From an optimization exercise on the open Yosys and OpenROAD flow, aimed at small area and few clock cycles per item; shortcuts taken in it are not production practice.
Where RTL was checked, it was by simulation tests only, not by an equivalence proof against the original.

## alpha
// fp_mult_pipe
module fp_mult_pipe #(
    parameter int EXP_W = 8,
    parameter int MAN_W = 23
) (
    input  logic                   clk,
    input  logic                   rst_n,
    input  logic                   in_valid,
    output logic                   in_ready,
    input  logic [EXP_W+MAN_W:0]   a,
    input  logic [EXP_W+MAN_W:0]   b,
    output logic                   out_valid,
    input  logic                   out_ready,
    output logic [EXP_W+MAN_W:0]   product,
    output logic [4:0]             flags
);
Size in the first run: about 1700 cells after synthesis, about 110 I/O pins, roughly 17000 µm² of cells after synthesis.
export LEC_CHECK = 0
export CAP_MARGIN = 20
export CORE_MARGIN = 2
export CORE_UTILIZATION = 50
export GPL_TIMING_DRIVEN = 1
export SETUP_SLACK_MARGIN = 0.05
export SLEW_MARGIN = 20
export SYNTH_HIERARCHICAL = 1
create_clock -name core_clock -period 7.5 [get_ports {clk}]
standard.sh (not shown) runs the stock make flow with config.mk's settings and CLKGATE_MAP_FILE= SYNTH_SCRIPT=/design/flow/synth_recipe.tcl, a recipe that flattens the netlist after the stock synthesis.
==> flow/flow/run.sh <==
#!/bin/bash
# Standard layout with two changes: the port buffers are buf_2 cells, and right
# after synthesis every combinational cell is set to its smallest drive strength
# (the standard repair steps then size up what timing and slew need).
set -euo pipefail
export BUFFER_PORTS_ARGS="-buffer_cell sky130_fd_sc_hd__buf_2"
bash standard.sh synth > synth.log 2>&1
DS_ODB="$PWD/orfs/results/$FLOW_PLATFORM/fp_mult_pipe/base/1_synth.odb" \
DS_LIB="$FLOW_HOME/platforms/$FLOW_PLATFORM/lib/sky130_fd_sc_hd__tt_025C_1v80.lib" \
DS_MAP="$PWD/flow/downsize_map.txt" \
  openroad -no_init -exit flow/downsize.tcl > downsize.log 2>&1
export SKIP_GATE_CLONING=1
bash standard.sh > standard.log 2>&1
Other scripts of this flow, unchanged in this note and not shown: flow/flow/downsize.tcl, flow/flow/downsize_map.txt
alpha ended with every stage complete and zero timing, DRC or antenna violations.
> inputs changed (alpha -> beta)
- CORE_UTILIZATION now 40, was 50
--- a/flow/flow/run.sh
+++ b/flow/flow/run.sh
@@ -5,3 +5,3 @@
 set -euo pipefail
-export BUFFER_PORTS_ARGS="-buffer_cell sky130_fd_sc_hd__buf_2"
+export BUFFER_PORTS_ARGS="-buffer_cell sky130_fd_sc_hd__buf_6"
 bash standard.sh synth > synth.log 2>&1
Results
The flow did not stop early for beta: all stages ran, and the layout cleared the timing, design-rule and antenna checks. For beta, the top routing layer in use was met4, unlike alpha, where it was met5. Re quantity of gates resized following cts: beta is 1 up on alpha. As far as area after synthesis goes, beta and alpha are indistinguishable; the numbers are identical. On beta: final weighted congestion in routability-driven placement is about 11% lower than what alpha gave. For the worst setup slack for register-to-register paths, beta came in 90 ps higher than alpha did.
diff inputs: beta => gamma
- GPL_ROUTABILITY_DRIVEN newly set to 0
--- a/flow/flow/run.sh
+++ b/flow/flow/run.sh
@@ -5,3 +5,3 @@
 set -euo pipefail
-export BUFFER_PORTS_ARGS="-buffer_cell sky130_fd_sc_hd__buf_6"
+export BUFFER_PORTS_ARGS="-buffer_cell sky130_fd_sc_hd__buf_2"
 bash standard.sh synth > synth.log 2>&1
==> comparison <==
Per the final summary, gamma finished and its layout is clean on timing, DRC and antenna.
Share of cell area taken by multi-input logic gates | gamma above beta
On clock period minus worst slack, beta loses to gamma.
Status: maximum root-to-sink buffer count parity (beta, gamma)
## Diff of input files: delta against gamma
- changing CORE_UTILIZATION from 40 to 30
- removing GPL_ROUTABILITY_DRIVEN (formerly 0)
### Flow results
Delta (delta minus gamma): per-cell via count in the routed design lost 0.50, worst-case hold slack went up 15 ps, worst setup slack has decreased, met1 layer usage reported by global route down 7.3 points, die area up about 33%. b[16] as the beginning of the critical path was reported by delta, and b[15] by gamma.
Function was not checked in any run of this note: the RTL went through the layout flow alone.

build 77:
fp_mult_pipe, a different RTL version from the one above (not shown whole).
Size in the first run: roughly 1800 cells after synthesis, roughly 110 I/O pins, about 16000 um2 of cells after synthesis.
## fp_mult_pipe
module fp_mult_pipe #(
    parameter int EXP_W = 8,
    parameter int MAN_W = 23
) (
    input  logic                   clk,
    input  logic                   rst_n,
    input  logic                   in_valid,
    output logic                   in_ready,
    input  logic [EXP_W+MAN_W:0]   a,
    input  logic [EXP_W+MAN_W:0]   b,
    output logic                   out_valid,
    input  logic                   out_ready,
    output logic [EXP_W+MAN_W:0]   product,
    output logic [4:0]             flags
);
clock: 7.5 ns
lec_check: 0
cap_margin: 20
core_margin: 2
core_utilization: 40
gpl_timing_driven: 0
setup_slack_margin: 0.05
slew_margin: 20
synth_hierarchical: 1
==> flow/flow/run.sh <==
#!/bin/bash
# Standard layout with two changes: the port buffers are buf_2 cells, and right
# after synthesis every combinational cell is set to its smallest drive strength
# (the standard repair steps then size up what timing and slew need).
set -euo pipefail
export BUFFER_PORTS_ARGS="-buffer_cell sky130_fd_sc_hd__buf_2"
bash standard.sh synth > synth.log 2>&1
DS_ODB="$PWD/orfs/results/$FLOW_PLATFORM/fp_mult_pipe/base/1_synth.odb" \
DS_LIB="$FLOW_HOME/platforms/$FLOW_PLATFORM/lib/sky130_fd_sc_hd__tt_025C_1v80.lib" \
DS_MAP="$PWD/flow/downsize_map.txt" \
  openroad -no_init -exit flow/downsize.tcl > downsize.log 2>&1
bash standard.sh > standard.log 2>&1
Other scripts of this flow, unchanged in this note and not shown: flow/flow/downsize.tcl, flow/flow/downsize_map.txt
Build 77 | stages: all done | timing, DRC, antenna: all pass
Testbench counts of build 77, summed over its fixed seeds: cycles 8,008, items 8,000.
[inputs] build 70 vs build 77
Settings: SETUP_SLACK_MARGIN now 0.0, was 0.05; GPL_TIMING_DRIVEN now 1, was 0.
--- a/flow/flow/run.sh
+++ b/flow/flow/run.sh
@@ -11,2 +11,3 @@
   openroad -no_init -exit flow/downsize.tcl > downsize.log 2>&1
+export SKIP_GATE_CLONING=1
 bash standard.sh > standard.log 2>&1
Notes after the runs:
[compare] base=build 77 new=build 70: final RePlAce weighted congestion up about 8%, utilization down 1.6 points. Number of setup buffers added after CTS: build 70 vs build 77 down 20. Delta(non-clock buffer count, build 70 - build 77) > 0. As far as number of levels the H-tree was split into goes, build 77 and build 70 are indistinguishable; the numbers are identical. Taking build 77 as the reference, in build 70 endpoint required time on the critical path went up, wire length fell by about 7%.
## Diff of input files: build 16 against build 70
Settings: SETUP_SLACK_MARGIN changed from 0.0 to 0.05; CAP_MARGIN changed from 20 to 0; SLEW_MARGIN changed from 20 to 0; GPL_TIMING_DRIVEN changed from 1 to 0.
==> comparison <==
The final layout from build 16, which completed every stage, passed the timing, design-rule and antenna checks at the end of the flow. Build 16 vs build 70 — met2 capacity usage during global routing rose 1.9 points. Diff build 70 and build 16: final standard cell area without fillers higher in build 16. Area of the multi-input gates was higher in build 16 than in build 70.
Modified inputs, build 78 compared to build 16
Settings: SLEW_MARGIN: 0 -> 20; CAP_MARGIN: 0 -> 20; SETUP_SLACK_MARGIN: 0.05 -> 0.0.
--- a/flow/flow/run.sh
+++ b/flow/flow/run.sh
@@ -11,3 +11,2 @@
   openroad -no_init -exit flow/downsize.tcl > downsize.log 2>&1
-export SKIP_GATE_CLONING=1
 bash standard.sh > standard.log 2>&1
- Of build 78 and build 16, the run reporting the higher design area was build 78.
- Utilization for build 78 is higher than for build 16.
Input-level comparison between build 46 and build 78:
Settings: swapping 0.0 for 0.05 in SETUP_SLACK_MARGIN; swapping 0 for 1 in GPL_TIMING_DRIVEN.
--- a/flow/flow/run.sh
+++ b/flow/flow/run.sh
@@ -11,2 +11,3 @@
   openroad -no_init -exit flow/downsize.tcl > downsize.log 2>&1
+export SKIP_GATE_CLONING=1
 bash standard.sh > standard.log 2>&1
Notes after the runs:
Summary: clock skew, build 46 better than build 78. For build 78, the critical path capture point was p_r[42]$_DFFE_PN_, unlike build 46, where it was st_r$_DFFE_PN_. Build 78 vs build 46, worst setup path startpoint: b[15] vs b[17]. Compared with build 78, in build 46 area added between synthesis and finish moved down, post-route minimum period moved down, instance count of the mapped netlist ~0 delta, met2 usage fell by 5.1 points. Sort build 78 and build 46 by global-route wire length before repair desc -> top: build 78.

## port drivers added, routing unchanged
How much do the figures lean on ideal ports? The routed layouts below were timed once more, with nothing changed but the port constraints.
Step 1 sets driving cells, clkbuf_16 on the clock port and buf_2 on the other inputs (assumed; they add their load-dependent delay and slew).
Step 2, shift: input delay + t, output delay - t, t = (earliest + latest rising clock arrival at the registers) / 2. This alone moves slack from input paths to output paths.
Slacks: no drivers / after step 1 / after step 2; pairs: no drivers / after step 1.
run | t, ns | setup WS [ns] | clock arrival spread, ns
alpha | 0.331 | 0.384 / 0.398 / 0.067 | 0.005 / 0.005
beta | 0.319 | 0.296 / 0.301 / -0.018 | 0.008 / 0.008
gamma | 0.322 | 0.309 / 0.323 / 0.001 | 0.011 / 0.011
delta | 0.325 | 0.293 / 0.279 / -0.046 | 0.006 / 0.007
build 77 | 0.322 | 0.197 / 0.083 / -0.239 | 0.004 / 0.004
build 70 | 0.328 | 0.195 / 0.215 / -0.113 | 0.008 / 0.008
build 16 | 0.320 | 0.206 / 0.200 / -0.120 | 0.005 / 0.004
build 78 | 0.330 | 0.115 / 0.096 / -0.233 | 0.011 / 0.011
build 46 | 0.322 | 0.292 / 0.307 / -0.014 | 0.006 / 0.007
Met with ideal ports but missed after step 2: setup timing in 7 of these runs. For build 77, which loses most, drivers alone change the setup slack by -0.114 ns; drivers and shift together by -0.436 ns.
